Background: an optimization exercise with open tools, aiming at small area and a short achievable clock period. Do not read the settings as production practice. Function not checked in this run: the RTL went through the layout flow alone.

--- flow/constraint.sdc ---
create_clock -name core_clock -period 55.0 [get_ports {clk}]
set_input_delay 11.0000 -clock core_clock [delete_from_list [all_inputs] [get_ports {clk}]]
set_output_delay 11.0000 -clock core_clock [all_outputs]
set_load 0.01 [all_outputs]
--- flow/design.v ---
`default_nettype none
module sum_sq_diff (
    input  wire               clk,
    input  wire        [31:0] pix,        
    output logic signed [8:0] ver_diff,   
    output logic signed [8:0] hor_diff,   
    output logic       [16:0] result
);
    wire [7:0] top   = pix[31:24];
    wire [7:0] bot   = pix[23:16];
    wire [7:0] left  = pix[15:8];
    wire [7:0] right = pix[7:0];
    logic [15:0] sq_ver;   
    logic [15:0] sq_hor;
    always_ff @(posedge clk) begin
        ver_diff <= $signed({1'b0, bot}) - $signed({1'b0, top});
        hor_diff <= $signed({1'b0, right}) - $signed({1'b0, left});
    end
    always_ff @(posedge clk) begin
        sq_ver <= ver_diff * ver_diff;
        sq_hor <= hor_diff * hor_diff;
    end
    always_ff @(posedge clk) begin
        result <= {1'b0, sq_ver} + {1'b0, sq_hor};
    end
endmodule
`default_nettype wire
`default_nettype none
module isqrt (
    input  wire         clk,
    input  wire  [16:0] radicand,
    output logic [12:0] root
);
    localparam int mag_f = 4;    
    localparam int mag_w = 13;   
    logic [2*mag_w-1:0] rad_q  [0:mag_w-2];   
    logic [mag_w+2:0]   rem_q  [0:mag_w-2];
    logic [mag_w-1:0]   root_q [0:mag_w-1];
    for (genvar i = 0; i < mag_w; i++) begin : g_stage
        logic [2*mag_w-1:0] rad_in;
        logic [mag_w+2:0]   rem_in;
        logic [mag_w-1:0]   root_in;
        logic [mag_w+2:0]   cand;
        logic [mag_w+1:0]   trial;
        if (i == 0) begin : g_first
            assign rad_in  = {1'b0, radicand, {(2*mag_f){1'b0}}};
            assign rem_in  = '0;
            assign root_in = '0;
        end else begin : g_next
            assign rad_in  = rad_q[i-1];
            assign rem_in  = rem_q[i-1];
            assign root_in = root_q[i-1];
        end
        assign cand  = {rem_in[mag_w:0], rad_in[2*mag_w-1 -: 2]};
        assign trial = {root_in, 2'b01};
        always_ff @(posedge clk) begin
            if (cand >= {1'b0, trial}) begin
                root_q[i] <= {root_in[mag_w-2:0], 1'b1};
            end else begin
                root_q[i] <= {root_in[mag_w-2:0], 1'b0};
            end
        end
        if (i < mag_w - 1) begin : g_carry
            always_ff @(posedge clk) begin
                rad_q[i] <= rad_in << 2;
                if (cand >= {1'b0, trial}) begin
                    rem_q[i] <= cand - {1'b0, trial};   
                end else begin
                    rem_q[i] <= cand;
                end
            end
        end
    end
    assign root = root_q[mag_w-1];
endmodule
`default_nettype wire
`default_nettype none
module tan_div (
    input  wire         [8:0]  num,
    input  wire         [8:0]  den,
    input  wire                clk,
    output logic signed [19:0] quot
);
    localparam int tan_f = 16;   
    localparam int tan_w = 20;   
    logic [8:0]        num_abs;
    logic [8:0]        den_abs;
    logic              neg_s1;
    logic [8+tan_f:0]  quo_abs;   
    logic              neg_s2;
    always_ff @(posedge clk) begin
        num_abs <= num[8] ? -num : num;
        den_abs <= den[8] ? -den : den;
        neg_s1  <= num[8] ^ den[8];   
    end
    always_ff @(posedge clk) begin
        neg_s2 <= neg_s1;
        if (den_abs == '0) begin
            quo_abs <= (num_abs == '0) ? '0 : '1;   
        end else begin
            quo_abs <= {num_abs, {tan_f{1'b0}}} / den_abs;
        end
    end
    always_ff @(posedge clk) begin
        if (neg_s2) begin
            if (quo_abs >= (25'd1 << (tan_w - 1))) begin
                quot <= {1'b1, {(tan_w-1){1'b0}}};
            end else begin
                quot <= -quo_abs[tan_w-1:0];
            end
        end else begin
            if (quo_abs > {(tan_w-1){1'b1}}) begin
                quot <= {1'b0, {(tan_w-1){1'b1}}};
            end else begin
                quot <= quo_abs[tan_w-1:0];
            end
        end
    end
endmodule
`default_nettype wire
`default_nettype none
module mag_cal (
    input  wire         clk,
    input  wire         rst,
    input  wire         in_valid,
    input  wire  [31:0] pix,
    output logic        res_valid,
    output logic [32:0] res         
);
    logic signed [8:0]  ver_diff;
    logic signed [8:0]  hor_diff;
    logic        [16:0] sum_sq;
    logic        [12:0] mag;
    logic signed [19:0] tan_raw;
    logic        [19:0] tan_dly [0:11];   
    logic        [15:0] valid_sr;         
    sum_sq_diff u_sum_sq_diff (
        .clk      (clk),
        .pix      (pix),
        .ver_diff (ver_diff),
        .hor_diff (hor_diff),
        .result   (sum_sq)
    );
    isqrt u_isqrt (
        .clk      (clk),
        .radicand (sum_sq),
        .root     (mag)
    );
    tan_div u_tan_div (
        .clk  (clk),
        .num  (ver_diff),
        .den  (hor_diff),
        .quot (tan_raw)
    );
    always_ff @(posedge clk) begin
        tan_dly[0] <= tan_raw;
        for (int i = 1; i < 12; i++) begin
            tan_dly[i] <= tan_dly[i-1];
        end
    end
    always_ff @(posedge clk) begin
        if (!rst) begin
            valid_sr <= '0;
        end else begin
            valid_sr <= {valid_sr[14:0], in_valid};
        end
    end
    assign res_valid = valid_sr[15];
    assign res       = {mag, tan_dly[11]};
endmodule
`default_nettype wire
`default_nettype none
module result_fifo (
    input  wire         clk,
    input  wire         rst,
    input  wire         push,
    input  wire  [32:0] din,
    input  wire         pop,
    input  wire         clear_ovf,
    output logic [32:0] head,
    output logic [4:0]  level,      
    output logic        overflow,   
    output logic        kept,
    output logic        dropped
);
    localparam int fifo_depth = 16;
    logic [32:0] mem [0:fifo_depth-1];
    logic [3:0]  wr_ptr;
    logic [3:0]  rd_ptr;
    logic        full;
    logic        do_push;
    logic        do_pop;
    assign full    = (level == 5'd16);
    assign do_push = push && !full;      
    assign do_pop  = pop && (level != '0);
    assign head    = mem[rd_ptr];
    always_ff @(posedge clk) begin
        if (do_push) begin
            mem[wr_ptr] <= din;
        end
    end
    always_ff @(posedge clk) begin
        if (!rst) begin
            wr_ptr   <= '0;
            rd_ptr   <= '0;
            level    <= '0;
            overflow <= 1'b0;
            kept     <= 1'b0;
            dropped  <= 1'b0;
        end else begin
            if (do_push) wr_ptr <= wr_ptr + 1'b1;   
            if (do_pop) rd_ptr <= rd_ptr + 1'b1;
            level   <= level + {4'd0, do_push} - {4'd0, do_pop};
            kept    <= do_push;
            dropped <= push && full;
            if (push && full) begin
                overflow <= 1'b1;
            end else if (clear_ovf) begin
                overflow <= 1'b0;
            end
        end
    end
endmodule
`default_nettype wire
`default_nettype none
module event_counter (
    input  wire         clk,
    input  wire         rst,
    input  wire         kept,
    input  wire         dropped,
    input  wire         clear,
    output logic [15:0] kept_cnt,
    output logic [15:0] dropped_cnt
);
    always_ff @(posedge clk) begin
        if (!rst || clear) begin
            kept_cnt    <= '0;
            dropped_cnt <= '0;
        end else begin
            if (kept && kept_cnt != '1) kept_cnt <= kept_cnt + 1'b1;   
            if (dropped && dropped_cnt != '1) dropped_cnt <= dropped_cnt + 1'b1;
        end
    end
endmodule
`default_nettype wire
`default_nettype none
module wb_regs_ctrl (
    input  wire         clk,
    input  wire         rst,
    input  wire         cyc,
    input  wire         stb,
    input  wire         we,
    input  wire  [1:0]  adr,
    input  wire  [31:0] dat_i,
    output logic [31:0] dat_o,
    output logic        ack,
    input  wire  [32:0] head,         
    input  wire  [4:0]  level,
    input  wire         overflow,
    input  wire  [15:0] kept_cnt,
    input  wire  [15:0] dropped_cnt,
    output logic        pop,
    output logic        clear
);
    localparam logic [1:0] reg_status = 2'd0;
    localparam logic [1:0] reg_mag    = 2'd1;
    localparam logic [1:0] reg_tan    = 2'd2;
    localparam logic [1:0] reg_counts = 2'd3;
    localparam logic bus_idle = 1'b0;
    localparam logic bus_ack  = 1'b1;
    logic        state;
    logic        req;
    logic        empty;
    logic [31:0] rd_data;
    assign req   = (state == bus_idle) && cyc && stb;
    assign empty = (level == '0);
    assign ack   = (state == bus_ack);   
    always_comb begin
        case (adr)
            reg_status: rd_data = {23'd0, overflow, 3'd0, level};
            reg_mag:    rd_data = empty ? '0 : {19'd0, head[32:20]};
            reg_tan:    rd_data = empty ? '0 : {{12{head[19]}}, head[19:0]};
            default:    rd_data = {dropped_cnt, kept_cnt};
        endcase
    end
    always_ff @(posedge clk) begin
        if (!rst) begin
            state <= bus_idle;
            pop   <= 1'b0;
            clear <= 1'b0;
        end else begin
            pop   <= 1'b0;
            clear <= 1'b0;
            case (state)
                bus_idle: begin
                    if (cyc && stb) begin
                        state <= bus_ack;
                        if (we) begin
                            clear <= (adr == reg_status);   
                        end else begin
                            pop <= (adr == reg_tan) && !empty;
                        end
                    end
                end
                default: state <= bus_idle;
            endcase
        end
    end
    always_ff @(posedge clk) begin
        if (req) begin
            dat_o <= we ? dat_i : rd_data;   
        end
    end
endmodule
`default_nettype wire
`default_nettype none
module grad_top (
    input  wire         clk,
    input  wire         rst,        
    input  wire         in_valid,
    input  wire  [31:0] in_pix,     
    input  wire         cyc,
    input  wire         stb,
    input  wire         we,
    input  wire  [1:0]  adr,
    input  wire  [31:0] dat_i,
    output logic [31:0] dat_o,
    output logic        ack
);
    logic        res_valid;
    logic [32:0] res;
    logic [32:0] head;
    logic [4:0]  level;
    logic        overflow;
    logic        kept;
    logic        dropped;
    logic [15:0] kept_cnt;
    logic [15:0] dropped_cnt;
    logic        pop;
    logic        clear;
    mag_cal u_mag_cal (
        .clk       (clk),
        .rst       (rst),
        .in_valid  (in_valid),
        .pix       (in_pix),
        .res_valid (res_valid),
        .res       (res)
    );
    result_fifo u_result_fifo (
        .clk       (clk),
        .rst       (rst),
        .push      (res_valid),
        .din       (res),
        .pop       (pop),
        .clear_ovf (clear),
        .head      (head),
        .level     (level),
        .overflow  (overflow),
        .kept      (kept),
        .dropped   (dropped)
    );
    event_counter u_event_counter (
        .clk         (clk),
        .rst         (rst),
        .kept        (kept),
        .dropped     (dropped),
        .clear       (clear),
        .kept_cnt    (kept_cnt),
        .dropped_cnt (dropped_cnt)
    );
    wb_regs_ctrl u_wb_regs_ctrl (
        .clk         (clk),
        .rst         (rst),
        .cyc         (cyc),
        .stb         (stb),
        .we          (we),
        .adr         (adr),
        .dat_i       (dat_i),
        .dat_o       (dat_o),
        .ack         (ack),
        .head        (head),
        .level       (level),
        .overflow    (overflow),
        .kept_cnt    (kept_cnt),
        .dropped_cnt (dropped_cnt),
        .pop         (pop),
        .clear       (clear)
    );
endmodule
`default_nettype wire
--- flow/run.sh ---
#!/bin/bash
# synth_recipe.tcl (not shown) runs the flow's synth.tcl, then flattens the netlist and writes it again
# the make line also repeats each setting of config.mk as NAME=value (left out here)
make -C /OpenROAD-flow-scripts/flow DESIGN_CONFIG=/design/flow/config.mk WORK_HOME=/design/flow/orfs CLKGATE_MAP_FILE= SYNTH_SCRIPT=/design/flow/synth_recipe.tcl finish
--- flow/config.mk ---
export PLATFORM = sky130hd
export DESIGN_NAME = grad_top
export DESIGN_NICKNAME = grad_top
export VERILOG_FILES = /design/flow/design.v
export SDC_FILE = /design/flow/constraint.sdc
export NUM_CORES = 4
export LEC_CHECK = 0
export CAP_MARGIN = 20
export CORE_MARGIN = 2
export CORE_UTILIZATION = 40
export SLEW_MARGIN = 20
==> flow_metrics.env <==
export IMPL_async_reset_ff_share_pct=0
export IMPL_maxCapViolCount=0
export IMPL_dp_hpwl_mm=96.5
export IMPL_grt_pass1_vias=41400
export IMPL_fin_util_pct=46.5
export IMPL_avgSynthCellArea_sq_um=11.5
export IMPL_layout_common_cells="dfxtp_1 (745), edfxtp_1 (560), ha_1 (381)"
export IMPL_fp_dieH_um=404
export IMPL_stdcell_count=8012
export IMPL_holdWs_ns=0.293
export IMPL_gp_congestion=0.833
export IMPL_yosysTopAreaCellShare_pct=26.3
export IMPL_path_clk_slew_ns=0.06
export IMPL_diodes=0
export IMPL_grt_pass1_wl_mm=225
export IMPL_ios=105
export IMPL_antenna_found_initial=1
export IMPL_path_max_fanout=11
export IMPL_fin_setup_tns_ns=0
export IMPL_portBuffers=104
export IMPL_cts_root_buffer="clkbuf_16"
export IMPL_period_share_pct=94.6
export IMPL_core_area_sq_mm=0.159
export IMPL_synth_seq_cells=1310
export IMPL_worst_setup_path_end_kind="flop"
export IMPL_hold_path_class="reg2reg"
export IMPL_drt_first_pass_iters=6
export IMPL_synth_distinct_cells=123
export IMPL_cp_start_kind="flop"
export IMPL_drv_slew=0
export IMPL_synthTopCellsByArea="edfxtp_1 (26%), dfxtp_1 (23%), ha_1 (7.7%)"
export IMPL_synth_ff_type="dfxtp_1"
export IMPL_path_class="reg2reg"
export IMPL_post_route_min_period_ns=52.02
export IMPL_synth_seq_area_share_pct=49.8
export IMPL_tightest_slew_ns=1.11
export IMPL_hold_viol_final=0
export IMPL_grt_overflow_total=0
export IMPL_dp_cells=7694
export IMPL_max_freq_mhz=19.2
export IMPL_viasPerCell=5.31
export IMPL_cts_sinks=1310
export IMPL_wl_per_cell_um=17.9
export IMPL_syn_num_nets=6144
export IMPL_synth_largest_area_cell="edfxtp_1"
export IMPL_drcViolationCount=0
export IMPL_clock_path_buffers=3
export IMPL_drive_gt1_share_pct=14.3
export IMPL_final_common_cell="dfxtp_1"
export IMPL_start_util_pct=40.3
export IMPL_synth_edf_count=560
export IMPL_clock_skew_ns=0.0375
export IMPL_clk_latency_ns=0.75
export IMPL_wl_mm=144
export IMPL_drt_initial_drc_count=2563
export IMPL_crit_top_cell="a21o_1"
export IMPL_max_slew_margin_pct=25.5
export IMPL_grt_max_degree=58
export IMPL_via_count=42600
export IMPL_grtUsageTotal_pct=17.2
export IMPL_finalSetupViolCount=0
export IMPL_cts_tree="built"
export IMPL_yosys_warnings=11
export IMPL_fp_dieArea_sq_mm=0.163
export IMPL_cp_data_required_time_ns=55.59
export IMPL_synth_area_sq_mm=0.0639
export IMPL_die_x_um=404
export IMPL_arrival_ns=52.62
export IMPL_final_antenna_net_count=0
export IMPL_cp_slowest_stage_delay_ns=0.57
export IMPL_numCtsBuffers=132
export IMPL_outcome="complete, no violations"
export IMPL_crit_slowest_cell="or4_4"
export IMPL_synthCells=5566
export IMPL_placementRows=146
export IMPL_hold_buffers=0
export IMPL_layout_nets=6411
export IMPL_area_delta_synth_final_pct=15.4
export IMPL_htreeDepth=4
-- worst paths after layout --
| kind | from | slack (ns) | end | depth (start not counted) |
|---|---|---|---|---|
| worst min register to register | u_mag_cal.tan_dly[5][7] | 0.29 | u_mag_cal.tan_dly[6][7] | 0 |
| worst max register to register | u_mag_cal.u_tan_div.den_abs[4] | 2.98 | u_mag_cal.u_tan_div.quo_abs[0] | 274 |
| worst max-delay path | u_mag_cal.u_tan_div.den_abs[4] | 2.98 | u_mag_cal.u_tan_div.quo_abs[0] | 274 |
| worst min-delay path | u_mag_cal.tan_dly[5][7] | 0.29 | u_mag_cal.tan_dly[6][7] | 0 |
-- state kept, by name (all words and copies together) (netlist names), 4 cells and up, named ones only --
register / count
u_mag_cal.u_sum_sq_diff.ver_diff: 9
u_wb_regs_ctrl.dat_o: 32
u_result_fifo.mem: 528
u_mag_cal.valid_sr: 16
u_mag_cal.u_tan_div.den_abs: 8
u_mag_cal.tan_dly: 240
u_mag_cal.u_sum_sq_diff.sq_hor: 15
u_event_counter.dropped_cnt: 16
u_result_fifo.rd_ptr: 4
u_mag_cal.u_isqrt.rad_q: 72
u_mag_cal.u_sum_sq_diff.hor_diff: 9
u_mag_cal.u_tan_div.quot: 20
u_mag_cal.u_sum_sq_diff.result: 17
u_result_fifo.wr_ptr: 4
u_mag_cal.u_isqrt.rem_q: 148
u_event_counter.kept_cnt: 16
u_mag_cal.u_isqrt.root_q: 91
u_mag_cal.u_sum_sq_diff.sq_ver: 15
u_mag_cal.u_tan_div.quo_abs: 25
u_mag_cal.u_tan_div.num_abs: 8
u_result_fifo.level: 5
-- area by class of cell --
cell class / count / area [sq um]
Fill cell: 14300 / 84800
Sequential cell: 1310 / 31800
Multi-Input combinational cell: 3744 / 31000
Clock buffer: 184 / 3760
Tap cell: 2072 / 2590
Timing Repair Buffer: 291 / 2460
Inverter: 354 / 1330
Clock inverter: 57 / 767
-- layer usage --
metal / wire, um / up-vias / global-route usage [%]
met5: 0 / - / 0
met4: 3250 / 0 / 5.10
met3: 6030 / 220 / 2.45
met2: 68900 / 870 / 29.1
met1: 65400 / 20700 / 23.0
li1: - / 20700 / -
-- stage by stage --
stage          area [sq um]  setup slack (ns)
2_1_floorplan         63900             0.105
4_1_cts               72500            0.0249
3_3_place_gp          67900             0.855
5_1_grt               73800            -0.469
3_5_place_dp          67900            -0.217
6_report              73800              2.98
-- critical path, delay by kind of cell, from the launching register on --
kind / cells / cell delay (ns)
adder cells (fa/ha/maj): 24 / 7.39
multiplexers: 3 / 1.03
AND/OR/NAND/NOR: 94 / 15.86
buffers and inverters: 12 / 1.83
flip-flops: 1 / 0.37
AO/OA/AOI/OAI: 141 / 25.29
-- cell usage after synthesis (all sizes together) (45+ instances only) --
cell type,instances
dfxtp,750
edfxtp,560
nand2,347
nand3,93
nor4,45
a21o,127
xor2,123
xnor2,205
nor2,397
fa,111
nor3,125
mux4,165
ha,395
a21oi,299
o21ai,258
o31ai,58
o21a,98
mux2,49
or3,64
clkbuf,115
inv,351
and2,96
nand2b,83
nor2b,77
-- logic make-up (layout without fill, tap and decap cells) --
kind of cell	Yosys count	after routing	share of synthesized area [%]
and+or+nand+nor	1496	1497	11.9
DFF	1310	1310	49.8
AOI/OAI and AO/OA	1170	1170	12.3
buffers and inverters	513	886	3.08
adders and majority gates	506	506	11.2
xor gates and xnor gates	329	329	4.55
muxes	241	241	7.12
other	1	1	0.00587
-- repair_timing --
item,4_1_cts,5_1_grt
cloned,0,4
pin swaps,0,53
gates resized for setup,6,156
endpoints found under the setup margin,1,3
setup buffers,0,73

separate check: timing with driven ports:
No port has a modelled driver above. Below, the same layout with a new extraction and two added sets of constraints. Step 1 (the two cells are an assumption about what drives the block):
set clk [get_ports {clk}]
set_driving_cell -lib_cell sky130_fd_sc_hd__clkbuf_16 $clk
set_driving_cell -lib_cell sky130_fd_sc_hd__buf_2 [delete_from_list [all_inputs] $clk]
Step 2 also shifts input and output timing later by t, the mid clock arrival at the registers, as if the neighbouring blocks saw the same clock. Three values: no drivers, after step 1, after step 2; two values: the first two.
t (ns): 0.817
setup slack, ns: 2.977 / 2.977 / 2.977
worst register clock-pin slew, ns: 0.06 / 0.06
worst slew at a driven data input, ns: 0.08
After both steps this run still meets setup and hold. The setup slack of this run moves by 0.000 ns with the drivers and by 0.000 ns with both steps.
